This is an optimization exercise on Yosys and OpenROAD, whose aim is small area, a short achievable clock period and few clock cycles per item, not a production implementation. In this exercise RTL edits were held to simulation tests only and were not proved equivalent to the original. Power and IR drop assume default switching activity.

Setup of job 1794:
## signed_integer_to_radix_digits_core
module signed_integer_to_radix_digits_core (
  input  wire logic        clk,
  input  wire logic        rst_n,
  input  wire logic        in_tvalid,
  output logic             in_tready,
  input  wire logic [31:0] in_tdata,      
  output logic             out_tvalid,
  input  wire logic        out_tready,
  output logic [7:0]       out_tdata,     
  output logic             out_tlast,
  input  wire logic        cfg_psel,
  input  wire logic        cfg_penable,
  input  wire logic        cfg_pwrite,
  input  wire logic [4:0]  cfg_paddr,
  input  wire logic [63:0] cfg_pwdata,
  output logic [63:0]      cfg_prdata,
  output logic             cfg_pready
);
clock: 12.0 ns
lec_check: 0
abc_area: 0
abc_clock_period_in_ps: 5000
cap_margin: 20
core_margin: 2
core_utilization: 40
slew_margin: 20
standard.sh (not shown) runs the stock make flow with config.mk's settings and CLKGATE_MAP_FILE= SYNTH_SCRIPT=/design/flow/synth_recipe.tcl, a recipe that flattens the netlist after the stock synthesis.
==> flow/flow/run.sh <==
#!/bin/bash
set -euo pipefail
bash standard.sh SETUP_SLACK_MARGIN=7 finish > standard_flow.log 2>&1
Job 1794 did not stop at any stage, and its layout met the timing, design-rule and antenna checks.
Testbench counts of job 1794, summed over its fixed seeds: cycles 28,469, items 2,048.
The following lists how job 3174 was set up differently from job 1794:
# job 1794
export LEC_CHECK = 0
export ABC_AREA = 0
export ABC_CLOCK_PERIOD_IN_PS = 5000
export CAP_MARGIN = 20
export CORE_MARGIN = 2
export CORE_UTILIZATION = 40
export SLEW_MARGIN = 20
create_clock -name core_clock -period 12.0 [get_ports {clk}]
# job 3174
export LEC_CHECK = 0
export ABC_AREA = 1
export CAP_MARGIN = 20
export CORE_MARGIN = 2
export CORE_UTILIZATION = 40
export SLEW_MARGIN = 20
create_clock -name core_clock -period 12.0 [get_ports {clk}]
## What came out
Across job 3174 and job 1794, none had a timing, DRC or antenna violation. Relative to job 1794, clock buffer instance count of the final layout has decreased by about 3% in job 3174. Summary of job 3174 over job 1794: die span in x higher, synthesized cell count went up by 35%, hold slack went up 0.028 ns, final period demand of the worst path now sits lower. Compare job 3174 and job 1794 | clock network fraction of total power higher: job 1794. Job 1794 leaves less setup margin than job 3174. When the final numbers for job 3174 and job 1794 were put side by side, the overall fraction of global-route tracks in use turned out to be greater in job 3174. Against job 1794, job 3174 comes in 220 um2 lower on multi-input logic area. sky130_fd_sc_hd__fa_1 as the library cell contributing the largest single delay on the critical path was reported by job 3174, and sky130_fd_sc_hd__mux4_2 by job 1794. Job 1794 ended up with u_conv.m_r[31] as its first element of the critical path; job 3174 ended up with cf_odd.
[inputs] job 4066 vs job 3174
# job 3174
export LEC_CHECK = 0
export ABC_AREA = 1
export CAP_MARGIN = 20
export CORE_MARGIN = 2
export CORE_UTILIZATION = 40
export SLEW_MARGIN = 20
create_clock -name core_clock -period 12.0 [get_ports {clk}]
# job 4066
export LEC_CHECK = 0
export ABC_AREA = 1
export ABC_CLOCK_PERIOD_IN_PS = 5000
export CAP_MARGIN = 20
export CORE_MARGIN = 2
export CORE_UTILIZATION = 40
export SLEW_MARGIN = 20
create_clock -name core_clock -period 12.0 [get_ports {clk}]
--- outcome ---
Delta (job 4066 minus job 3174): number of placement rows stayed essentially flat, total standard cell area after synthesis stayed essentially flat.
Diff job 4066..job 3174 | power after layout | unchanged
Between job 4066 and job 3174, the part of the total power dissipated in the clock network does not differ in any meaningful way.
Diff job 3174..job 4066 | synthesized cell count | unchanged
Summary of job 4066 over job 3174: wire length reported by the detailed router held steady; area share of xor/xnor cells in the synthesized design held steady.
Job 3174 → job 4066: power in sequential cells now sits at about the same level; count of inverters other than clock inverters in the layout comparable; leakage power neither gained nor lost much.
Looking at job 3174 and job 4066, the routability-driven placement congestion ratio is a wash.
> inputs changed (job 4066 -> job 4775)
# job 4066
export LEC_CHECK = 0
export ABC_AREA = 1
export ABC_CLOCK_PERIOD_IN_PS = 5000
export CAP_MARGIN = 20
export CORE_MARGIN = 2
export CORE_UTILIZATION = 40
export SLEW_MARGIN = 20
create_clock -name core_clock -period 12.0 [get_ports {clk}]
# job 4775
export LEC_CHECK = 0
export ABC_AREA = 1
export CAP_MARGIN = 20
export CORE_MARGIN = 2
export CORE_UTILIZATION = 60
export PLACE_DENSITY = 0.75
export SLEW_MARGIN = 20
create_clock -name core_clock -period 12.0 [get_ports {clk}]
Notes after the runs:
Summary: with job 4066 as the reference, overall routed net length in job 4775 moved up by a little under 10%. [compare] base=job 4066 new=job 4775: area added between synthesis and finish has decreased, tap cell count has decreased. Row die span in x: job 4775 lower / job 4066 higher. Job 4775 vs. job 4066: number of global-route vias before repair increased by 5.6% relative to the old numbers; fmax decreased by 20 MHz relative to the old numbers; total power closely matched the old numbers. Job 4775 reports a lower final design instance area without fill than job 4066 does.

static timing again, ports no longer ideal:
The flow's constraints put no driver on any port. The routed layouts listed below were extracted and timed again, unchanged, in two steps. Step 1, drivers: a clkbuf_16 drives clk and a buf_2 each remaining input, both assumed. Step 2, shift: input delay + t, output delay - t, t = (earliest + latest rising clock arrival at the registers) / 2. This alone moves slack from input paths to output paths. a / b / c = no drivers / after step 1 / after step 2; a / b = the first two.
run	t, ns	setup WS [ns]	worst setup path after step 2	worst data-port slew with drivers (ns)	cell pins on the clock port's net
job 1794	0.627	5.873 / 5.873 / 5.873	register to register	0.12	1
job 3174	0.663	6.925 / 6.925 / 6.626	input to register	0.14	1
job 4066	0.663	6.925 / 6.925 / 6.626	input to register	0.14	1
job 4775	0.657	6.343 / 6.343 / 6.343	register to register	0.06	1
After both steps setup and hold are still met in every run listed.
